What follows belongs to an exercise in optimizing a design on an open flow for small area; a production flow would make more cautious choices.
Function was checked by simulation only, so behaviour that the tests miss may differ from the original.

==> willow <==
// npc_bpred
module npc_bpred
#(
   parameter int unsigned     PC_W      = 32,
   parameter int unsigned     BTB_DEPTH = 16,
   parameter logic [PC_W-1:0] RESET_PC  = 32'h0000_3000
) (
   input  logic            clk,
   input  logic            reset,
   input  logic            stall_i,
   input  logic            redirect_i,
   input  logic [PC_W-1:0] redirect_pc_i,
   input  logic            upd_valid_i,
   input  logic [PC_W-1:0] upd_pc_i,
   input  logic            upd_taken_i,
   input  logic [PC_W-1:0] upd_target_i,
   output logic [PC_W-1:0] pc_o,
   output logic [PC_W-1:0] pc_plus4_o,
   output logic            pred_taken_o,
   output logic [PC_W-1:0] pred_target_o
);
   logic [29:0] pc_q;
   logic [29:0] pc_d;
   logic [29:0] pc_inc;
   logic [29:0] pred_w;
   logic [29:0] btb_target;
   logic        btb_taken;
   btb_bank u_btb (
      .clk          (clk),
      .reset        (reset),
      .lk_pc_i      (pc_q),
      .lk_taken_o   (btb_taken),
      .lk_target_o  (btb_target),
      .upd_valid_i  (upd_valid_i),
      .upd_pc_i     (upd_pc_i[31:2]),
      .upd_taken_i  (upd_taken_i),
      .upd_target_i (upd_target_i[31:2])
   );
   assign pc_inc        = pc_q + 30'd1;
   assign pred_w        = btb_taken ? btb_target : pc_inc;
   assign pc_o          = {pc_q, 2'b00};
   assign pc_plus4_o    = {pc_inc, 2'b00};
   assign pred_taken_o  = btb_taken;
   assign pred_target_o = {pred_w, 2'b00};
   always_comb begin
      pc_d = pred_w;
      if (redirect_i) begin
         pc_d = redirect_pc_i[31:2];
      end else if (stall_i) begin
         pc_d = pc_q;
      end
   end
   always_ff @(posedge clk or posedge reset) begin
      if (reset) begin
         pc_q <= RESET_PC[31:2];
      end else begin
         pc_q <= pc_d;
      end
   end
endmodule
==> module btb_bank, before the edit <==
module btb_bank (
   input  logic        clk,
   input  logic        reset,
   input  logic [29:0] lk_pc_i,       
   output logic        lk_taken_o,
   output logic [29:0] lk_target_o,   
   input  logic        upd_valid_i,
   input  logic [29:0] upd_pc_i,      
   input  logic        upd_taken_i,
   input  logic [29:0] upd_target_i   
);
   logic [15:0]       valid_q;
   logic [15:0][25:0] tag_q;
   logic [15:0][29:0] target_q;
   logic [15:0][1:0]  ctr_q;
   logic [3:0]  lk_idx;
   logic [25:0] lk_tag;
   logic [3:0]  upd_idx;
   logic [25:0] upd_tag;
   logic        upd_hit;
   logic [1:0]  upd_ctr;
   logic [1:0]  ctr_new;
   assign lk_idx  = lk_pc_i[3:0];
   assign lk_tag  = lk_pc_i[29:4];
   assign upd_idx = upd_pc_i[3:0];
   assign upd_tag = upd_pc_i[29:4];
   logic [15:0] lk_oh, upd_oh;
   logic [15:0][57:0] lk_rows;
   logic [15:0][28:0] upd_rows;
   logic [57:0] lk_row;
   logic [28:0] upd_row;
   logic [29:0] lk_tgt_r;
   logic [25:0] lk_tag_r, upd_tag_r;
   logic        lk_v_r, lk_c_r, upd_v_r;
   for (genvar i = 0; i < 16; i++) begin : g_rows
      assign lk_oh[i]    = (lk_idx == 4'(i));
      assign upd_oh[i]   = (upd_idx == 4'(i));
      assign lk_rows[i]  = {target_q[i], tag_q[i], valid_q[i], ctr_q[i][1]};
      assign upd_rows[i] = {tag_q[i], valid_q[i], ctr_q[i]};
   end
   btb_rd16 #(.W(58)) u_lk_rd (
      .sel_i  (lk_oh),
      .rows_i (lk_rows),
      .row_o  (lk_row)
   );
   btb_rd16 #(.W(29)) u_upd_rd (
      .sel_i  (upd_oh),
      .rows_i (upd_rows),
      .row_o  (upd_row)
   );
   assign {lk_tgt_r, lk_tag_r, lk_v_r, lk_c_r} = lk_row;
   assign {upd_tag_r, upd_v_r, upd_ctr}         = upd_row;
   assign lk_taken_o  = lk_v_r && (lk_tag_r == lk_tag) && lk_c_r;
   assign lk_target_o = lk_tgt_r;
   assign upd_hit = upd_v_r && (upd_tag_r == upd_tag);
   assign ctr_new = upd_hit ? npc_pkg::ctr_next(upd_ctr, upd_taken_i) : npc_pkg::CTR_WT;
   for (genvar i = 0; i < 16; i++) begin : g_entry
      logic sel, wr_tt, wr_ctr;
      assign sel    = upd_valid_i && (upd_idx == 4'(i));
      assign wr_tt  = sel && upd_taken_i;
      assign wr_ctr = sel && (upd_taken_i || upd_hit);
      always_ff @(posedge clk or posedge reset) begin
         if (reset) begin
            valid_q[i] <= 1'b0;
         end else if (wr_tt) begin
            valid_q[i] <= 1'b1;
         end
      end
      always_ff @(posedge clk) begin
         if (wr_tt) begin
            tag_q[i]    <= upd_tag;
            target_q[i] <= upd_target_i;
         end
         if (wr_ctr) begin
            ctr_q[i] <= ctr_new;
         end
      end
   end
endmodule
==> module btb_rd16, before the edit <==
module btb_rd16
#(
   parameter int unsigned W = 1
) (
   input  logic [15:0]         sel_i,
   input  logic [15:0][W-1:0]  rows_i,
   output logic [W-1:0]        row_o
);
   for (genvar b = 0; b < W; b++) begin : g_bit
      logic [5:0] part_n;
      for (genvar g = 0; g < 5; g++) begin : g_grp
         btb_sel3 u_sel (
            .sel_i  (sel_i[3*g+2:3*g]),
            .data_i ({rows_i[3*g+2][b], rows_i[3*g+1][b], rows_i[3*g][b]}),
            .none_o (part_n[g])
         );
      end
      assign part_n[5] = ~(sel_i[15] & rows_i[15][b]);
      assign row_o[b]  = ~&part_n;
   end
endmodule
==> module btb_sel3, before the edit <==
module btb_sel3 (
   input  logic [2:0] sel_i,
   input  logic [2:0] data_i,
   output logic       none_o
);
   assign none_o = ~|(sel_i & data_i);
endmodule
export LEC_CHECK = 0
export CAP_MARGIN = 20
export CORE_MARGIN = 2
export CORE_UTILIZATION = 45
export SLEW_MARGIN = 20
create_clock -name core_clock -period 7.0 [get_ports {clk}]
standard.sh (not shown) runs the stock make flow with config.mk's settings and CLKGATE_MAP_FILE= SYNTH_SCRIPT=/design/flow/synth_recipe.tcl, a recipe that flattens the netlist after the stock synthesis.
==> flow/flow/run.sh <==
#!/bin/bash
# Standard layout with these changes:
#  - ABC maps the logic with an area-oriented script (flow/area.script) instead of the
#    speed script; flip-flop mapping (dfflibmap) is untouched, so registers are the same.
#  - ports are buffered with buf_1 instead of the default port buffer.
#  - the btb_sel3 read-select modules are kept apart during mapping (see below).
#  - clock tree built from clkbuf_8, 15 sinks per cluster, without dummy loads.
set -euo pipefail
W=$(pwd)
{
  echo "proc abc {args} {"
  echo "  set i [lsearch -exact \$args -script]"
  echo "  set args [lreplace \$args \$i [expr {\$i + 1}] -script $W/flow/area.script]"
  echo "  set j [lsearch -exact \$args -D]"
  echo "  if {\$j >= 0} { set args [lreplace \$args \$j [expr {\$j + 1}]] }"
  echo "  yosys abc {*}\$args"
  echo "}"
  cat synth_recipe.tcl
} > synth_recipe_area.tcl
sed "s#SYNTH_SCRIPT=[^ ]*#SYNTH_SCRIPT=$W/synth_recipe_area.tcl#" standard.sh > standard_area.sh
# Keep the three-term read selects as separate modules through mapping, so each maps
# to one AND-OR-invert cell; synth_recipe.tcl flattens them before writing the netlist.
export SYNTH_KEEP_MODULES="btb_sel3"
export BUFFER_PORTS_ARGS="-buffer_cell sky130_fd_sc_hd__buf_1"
# Clock tree from small clock buffers, without dummy loads.
export CTS_ARGS="-sink_clustering_enable -repair_clock_nets -dont_use_dummy_load -buf_list {sky130_fd_sc_hd__clkbuf_8} -root_buf sky130_fd_sc_hd__clkbuf_8 -sink_clustering_size 15 -sink_clustering_max_diameter 60"
bash standard_area.sh > standard.log 2>&1
==> flow/flow/area.script <==
strash
dch -f
&get -n
&nf -a -R 1000
&put
strash
dch -f
&get -n
&nf -a -R 1000
&put
==> indigo (differences from willow) <==
--- a/flow/design.v
+++ b/flow/design.v
@@ -40,6 +40,2 @@
    logic [15:0] lk_oh, upd_oh;
-   logic [15:0][57:0] lk_rows;
-   logic [15:0][28:0] upd_rows;
-   logic [57:0] lk_row;
-   logic [28:0] upd_row;
    logic [29:0] lk_tgt_r;
@@ -47,20 +43,22 @@
    logic        lk_v_r, lk_c_r, upd_v_r;
-   for (genvar i = 0; i < 16; i++) begin : g_rows
-      assign lk_oh[i]    = (lk_idx == 4'(i));
-      assign upd_oh[i]   = (upd_idx == 4'(i));
-      assign lk_rows[i]  = {target_q[i], tag_q[i], valid_q[i], ctr_q[i][1]};
-      assign upd_rows[i] = {tag_q[i], valid_q[i], ctr_q[i]};
+   always_comb begin
+      lk_tgt_r  = '0;
+      lk_tag_r  = '0;
+      lk_v_r    = 1'b0;
+      lk_c_r    = 1'b0;
+      upd_tag_r = '0;
+      upd_v_r   = 1'b0;
+      upd_ctr   = '0;
+      for (int i = 0; i < 16; i++) begin
+         lk_oh[i]  = (lk_idx == 4'(i));
+         upd_oh[i] = (upd_idx == 4'(i));
+         lk_tgt_r  = lk_tgt_r  | (target_q[i] & {30{lk_oh[i]}});
+         lk_tag_r  = lk_tag_r  | (tag_q[i] & {26{lk_oh[i]}});
+         lk_v_r    = lk_v_r    | (valid_q[i] & lk_oh[i]);
+         lk_c_r    = lk_c_r    | (ctr_q[i][1] & lk_oh[i]);
+         upd_tag_r = upd_tag_r | (tag_q[i] & {26{upd_oh[i]}});
+         upd_v_r   = upd_v_r   | (valid_q[i] & upd_oh[i]);
+         upd_ctr   = upd_ctr   | (ctr_q[i] & {2{upd_oh[i]}});
+      end
    end
-   btb_rd16 #(.W(58)) u_lk_rd (
-      .sel_i  (lk_oh),
-      .rows_i (lk_rows),
-      .row_o  (lk_row)
-   );
-   btb_rd16 #(.W(29)) u_upd_rd (
-      .sel_i  (upd_oh),
-      .rows_i (upd_rows),
-      .row_o  (upd_row)
-   );
-   assign {lk_tgt_r, lk_tag_r, lk_v_r, lk_c_r} = lk_row;
-   assign {upd_tag_r, upd_v_r, upd_ctr}         = upd_row;
    assign lk_taken_o  = lk_v_r && (lk_tag_r == lk_tag) && lk_c_r;
@@ -91,30 +89,2 @@
    end
-endmodule
-module btb_rd16
-#(
-   parameter int unsigned W = 1
-) (
-   input  logic [15:0]         sel_i,
-   input  logic [15:0][W-1:0]  rows_i,
-   output logic [W-1:0]        row_o
-);
-   for (genvar b = 0; b < W; b++) begin : g_bit
-      logic [5:0] part_n;
-      for (genvar g = 0; g < 5; g++) begin : g_grp
-         btb_sel3 u_sel (
-            .sel_i  (sel_i[3*g+2:3*g]),
-            .data_i ({rows_i[3*g+2][b], rows_i[3*g+1][b], rows_i[3*g][b]}),
-            .none_o (part_n[g])
-         );
-      end
-      assign part_n[5] = ~(sel_i[15] & rows_i[15][b]);
-      assign row_o[b]  = ~&part_n;
-   end
-endmodule
-module btb_sel3 (
-   input  logic [2:0] sel_i,
-   input  logic [2:0] data_i,
-   output logic       none_o
-);
-   assign none_o = ~|(sel_i & data_i);
 endmodule
--- a/flow/flow/run.sh
+++ b/flow/flow/run.sh
@@ -1,3 +1,3 @@
 #!/bin/bash
-# Standard layout with these changes:
+# Standard layout with two changes:
 #  - ABC maps the logic with an area-oriented script (flow/area.script) instead of the
@@ -5,3 +5,2 @@
 #  - ports are buffered with buf_1 instead of the default port buffer.
-#  - the btb_sel3 read-select modules are kept apart during mapping (see below).
 #  - clock tree built from clkbuf_8, 15 sinks per cluster, without dummy loads.
@@ -20,5 +19,2 @@
 sed "s#SYNTH_SCRIPT=[^ ]*#SYNTH_SCRIPT=$W/synth_recipe_area.tcl#" standard.sh > standard_area.sh
-# Keep the three-term read selects as separate modules through mapping, so each maps
-# to one AND-OR-invert cell; synth_recipe.tcl flattens them before writing the netlist.
-export SYNTH_KEEP_MODULES="btb_sel3"
 export BUFFER_PORTS_ARGS="-buffer_cell sky130_fd_sc_hd__buf_1"
==> flow/flow/area.script (replaced) <==
&get -n
&st
&dch -f
&nf -a -R 1000
&st
&dch -f
&nf -a -R 1000
&put
==> onyx (differences from willow) <==
--- a/flow/design.v
+++ b/flow/design.v
@@ -40,6 +40,2 @@
    logic [15:0] lk_oh, upd_oh;
-   logic [15:0][57:0] lk_rows;
-   logic [15:0][28:0] upd_rows;
-   logic [57:0] lk_row;
-   logic [28:0] upd_row;
    logic [29:0] lk_tgt_r;
@@ -47,20 +43,22 @@
    logic        lk_v_r, lk_c_r, upd_v_r;
-   for (genvar i = 0; i < 16; i++) begin : g_rows
-      assign lk_oh[i]    = (lk_idx == 4'(i));
-      assign upd_oh[i]   = (upd_idx == 4'(i));
-      assign lk_rows[i]  = {target_q[i], tag_q[i], valid_q[i], ctr_q[i][1]};
-      assign upd_rows[i] = {tag_q[i], valid_q[i], ctr_q[i]};
+   always_comb begin
+      lk_tgt_r  = '0;
+      lk_tag_r  = '0;
+      lk_v_r    = 1'b0;
+      lk_c_r    = 1'b0;
+      upd_tag_r = '0;
+      upd_v_r   = 1'b0;
+      upd_ctr   = '0;
+      for (int i = 0; i < 16; i++) begin
+         lk_oh[i]  = (lk_idx == 4'(i));
+         upd_oh[i] = (upd_idx == 4'(i));
+         lk_tgt_r  = lk_tgt_r  | (target_q[i] & {30{lk_oh[i]}});
+         lk_tag_r  = lk_tag_r  | (tag_q[i] & {26{lk_oh[i]}});
+         lk_v_r    = lk_v_r    | (valid_q[i] & lk_oh[i]);
+         lk_c_r    = lk_c_r    | (ctr_q[i][1] & lk_oh[i]);
+         upd_tag_r = upd_tag_r | (tag_q[i] & {26{upd_oh[i]}});
+         upd_v_r   = upd_v_r   | (valid_q[i] & upd_oh[i]);
+         upd_ctr   = upd_ctr   | (ctr_q[i] & {2{upd_oh[i]}});
+      end
    end
-   btb_rd16 #(.W(58)) u_lk_rd (
-      .sel_i  (lk_oh),
-      .rows_i (lk_rows),
-      .row_o  (lk_row)
-   );
-   btb_rd16 #(.W(29)) u_upd_rd (
-      .sel_i  (upd_oh),
-      .rows_i (upd_rows),
-      .row_o  (upd_row)
-   );
-   assign {lk_tgt_r, lk_tag_r, lk_v_r, lk_c_r} = lk_row;
-   assign {upd_tag_r, upd_v_r, upd_ctr}         = upd_row;
    assign lk_taken_o  = lk_v_r && (lk_tag_r == lk_tag) && lk_c_r;
@@ -91,30 +89,2 @@
    end
-endmodule
-module btb_rd16
-#(
-   parameter int unsigned W = 1
-) (
-   input  logic [15:0]         sel_i,
-   input  logic [15:0][W-1:0]  rows_i,
-   output logic [W-1:0]        row_o
-);
-   for (genvar b = 0; b < W; b++) begin : g_bit
-      logic [5:0] part_n;
-      for (genvar g = 0; g < 5; g++) begin : g_grp
-         btb_sel3 u_sel (
-            .sel_i  (sel_i[3*g+2:3*g]),
-            .data_i ({rows_i[3*g+2][b], rows_i[3*g+1][b], rows_i[3*g][b]}),
-            .none_o (part_n[g])
-         );
-      end
-      assign part_n[5] = ~(sel_i[15] & rows_i[15][b]);
-      assign row_o[b]  = ~&part_n;
-   end
-endmodule
-module btb_sel3 (
-   input  logic [2:0] sel_i,
-   input  logic [2:0] data_i,
-   output logic       none_o
-);
-   assign none_o = ~|(sel_i & data_i);
 endmodule
==> flow/flow/run.sh (replaced) <==
#!/bin/bash
# Standard layout with two changes:
#  - ABC maps the logic with an area-oriented script (flow/area.script) instead of the
#    speed script; flip-flop mapping (dfflibmap) is untouched, so registers are the same.
#  - ports are buffered with buf_1 instead of the default port buffer.
#  - clock tree built from clkbuf_16, 28 sinks per cluster, without dummy loads.
set -euo pipefail
W=$(pwd)
{
  echo "proc abc {args} {"
  echo "  set i [lsearch -exact \$args -script]"
  echo "  set args [lreplace \$args \$i [expr {\$i + 1}] -script $W/flow/area.script]"
  echo "  set j [lsearch -exact \$args -D]"
  echo "  if {\$j >= 0} { set args [lreplace \$args \$j [expr {\$j + 1}]] }"
  echo "  yosys abc {*}\$args"
  echo "}"
  cat synth_recipe.tcl
} > synth_recipe_area.tcl
sed "s#SYNTH_SCRIPT=[^ ]*#SYNTH_SCRIPT=$W/synth_recipe_area.tcl#" standard.sh > standard_area.sh
export BUFFER_PORTS_ARGS="-buffer_cell sky130_fd_sc_hd__buf_1"
# Clock tree from small clock buffers, without dummy loads.
export CTS_ARGS="-sink_clustering_enable -repair_clock_nets -dont_use_dummy_load -buf_list {sky130_fd_sc_hd__clkbuf_16} -root_buf sky130_fd_sc_hd__clkbuf_16 -sink_clustering_size 28 -sink_clustering_max_diameter 80"
bash standard_area.sh > standard.log 2>&1
==> flow/flow/area.script (replaced) <==
&get -n
&st
&dch -f
&nf -a -R 1000
&st
&dch -f
&nf -a -R 1000
&put
--- a/flow/config.mk
+++ b/flow/config.mk
@@ -9,3 +9,4 @@
 export CORE_MARGIN = 2
-export CORE_UTILIZATION = 45
+export CORE_UTILIZATION = 50
+export PLACE_DENSITY = 0.65
 export SLEW_MARGIN = 20
==> zinc (differences from willow) <==
--- a/flow/flow/run.sh
+++ b/flow/flow/run.sh
@@ -6,3 +6,3 @@
 #  - the btb_sel3 read-select modules are kept apart during mapping (see below).
-#  - clock tree built from clkbuf_8, 15 sinks per cluster, without dummy loads.
+#  - clock tree built from clkbuf_16, 28 sinks per cluster, without dummy loads.
 set -euo pipefail
@@ -25,3 +25,3 @@
 # Clock tree from small clock buffers, without dummy loads.
-export CTS_ARGS="-sink_clustering_enable -repair_clock_nets -dont_use_dummy_load -buf_list {sky130_fd_sc_hd__clkbuf_8} -root_buf sky130_fd_sc_hd__clkbuf_8 -sink_clustering_size 15 -sink_clustering_max_diameter 60"
+export CTS_ARGS="-sink_clustering_enable -repair_clock_nets -dont_use_dummy_load -buf_list {sky130_fd_sc_hd__clkbuf_16} -root_buf sky130_fd_sc_hd__clkbuf_16 -sink_clustering_size 28 -sink_clustering_max_diameter 80"
 bash standard_area.sh > standard.log 2>&1
==> flow/flow/area.script (replaced) <==
&get -n
&st
&dch -f
&nf -a -R 1000
&st
&dch -f
&nf -a -R 1000
&put
--- a/flow/config.mk
+++ b/flow/config.mk
@@ -9,3 +9,4 @@
 export CORE_MARGIN = 2
-export CORE_UTILIZATION = 45
+export CORE_UTILIZATION = 50
+export PLACE_DENSITY = 0.65
 export SLEW_MARGIN = 20
==> flow_summary.toml <==
[outcome]
status = "timing/DRC/antenna clean"

[cts]
cts_resized = 0
cts_buffers = 79

[layout]
num-multi-input-gates = 1270
n_clock_buffer = 79
final_area_um2 = 42300

[power]
p_seq_share_pct = 62.2

[synthesis]
netlist_area_um2 = 38000
yosys.area_share.simple_pct = 7.42

[setup_path]
worst_r2r_endpoint = "pc_q[6]"

[floorplanning]
std_cell_rows = 106

[placement]
finalWeightedCongestion = 0.911
The numbers above come from indigo.

==> flow_summary.toml <==
[setup_path]
worst_r2r_endpoint = "pc_q[13]"

[synthesis]
netlist_area_um2 = 37500
yosysMostFrequentCell = "edfxtp_1"
yosys.area_share.simple_pct = 6.37

[power]
p_seq_share_pct = 61.6
power.leakage_nw = 13.0

[layout]
final_area_um2 = 41700
n_clock_buffer = 44
num-multi-input-gates = 1120

[floorplanning]
std_cell_rows = 100
tap-cell-count = 969

[cts]
htree_levels = 2

[outcome]
status = "timing/DRC/antenna clean"

[sta]
tns_ps = 0
The numbers above come from zinc.

==> flow_summary.toml <==
[setup_path]
worst_r2r_endpoint = "pc_q[6]"

[power]
p_seq_share_pct = 62.0

[placement]
finalWeightedCongestion = 0.921

[cts]
cts_resized = 0
cts_buffers = 43

[layout]
num-multi-input-gates = 1270

[synthesis]
yosys.area_share.simple_pct = 7.42
netlist_area_um2 = 38000

[floorplanning]
std_cell_rows = 101

[outcome]
status = "timing/DRC/antenna clean"
The numbers above come from onyx.

==> flow_summary.toml <==
[synthesis]
yosys.area_share.simple_pct = 5.63

[layout]
fin_cells = 3546
inv_count = 23
num-multi-input-gates = 1095
final_area_um2 = 41500
bufAreaShareNonClock_pct = 3.89
n_clock_buffer = 80

[floorplanning]
std_cell_rows = 105

[worst_hold_path]
hold_path_end = "u_btb.valid_q[7]"

[cts]
cts_resized = 1
cts_buffers = 80

[placement]
finalWeightedCongestion = 0.912

[route]
totalWireLength_um = 127000

[outcome]
status = "timing/DRC/antenna clean"

[power]
p_seq_share_pct = 62.4

[setup_path]
worst_r2r_endpoint = "pc_q[16]"
The numbers above come from willow.

[what the ideal ports hide]
Ports are ideal in the flow. The routed layouts listed here were re-timed in OpenROAD.
Step 1: set_driving_cell puts a clkbuf_16 on clk and a buf_2 on each other input, an assumption about the parent block.
Step 2, shift: input delay + t, output delay - t, t = (earliest + latest rising clock arrival at the registers) / 2. This alone moves slack from input paths to output paths.
Slacks: ideal / step 1 / step 2; pairs: ideal / step 1.
run	t, ns	setup WS [ns]	worst setup path at the end	slew at the worst register clock pin (ns)
willow	0.746	0.277 / 0.209 / 0.810	input to register	0.10 / 0.10
indigo	0.751	0.219 / 0.153 / 0.675	input to register	0.11 / 0.11
onyx	0.685	0.153 / 0.082 / 0.767	register to output	0.11 / 0.11
zinc	0.672	0.110 / 0.044 / 0.644	input to register	0.11 / 0.11
After both steps setup and hold are still met in every run listed.
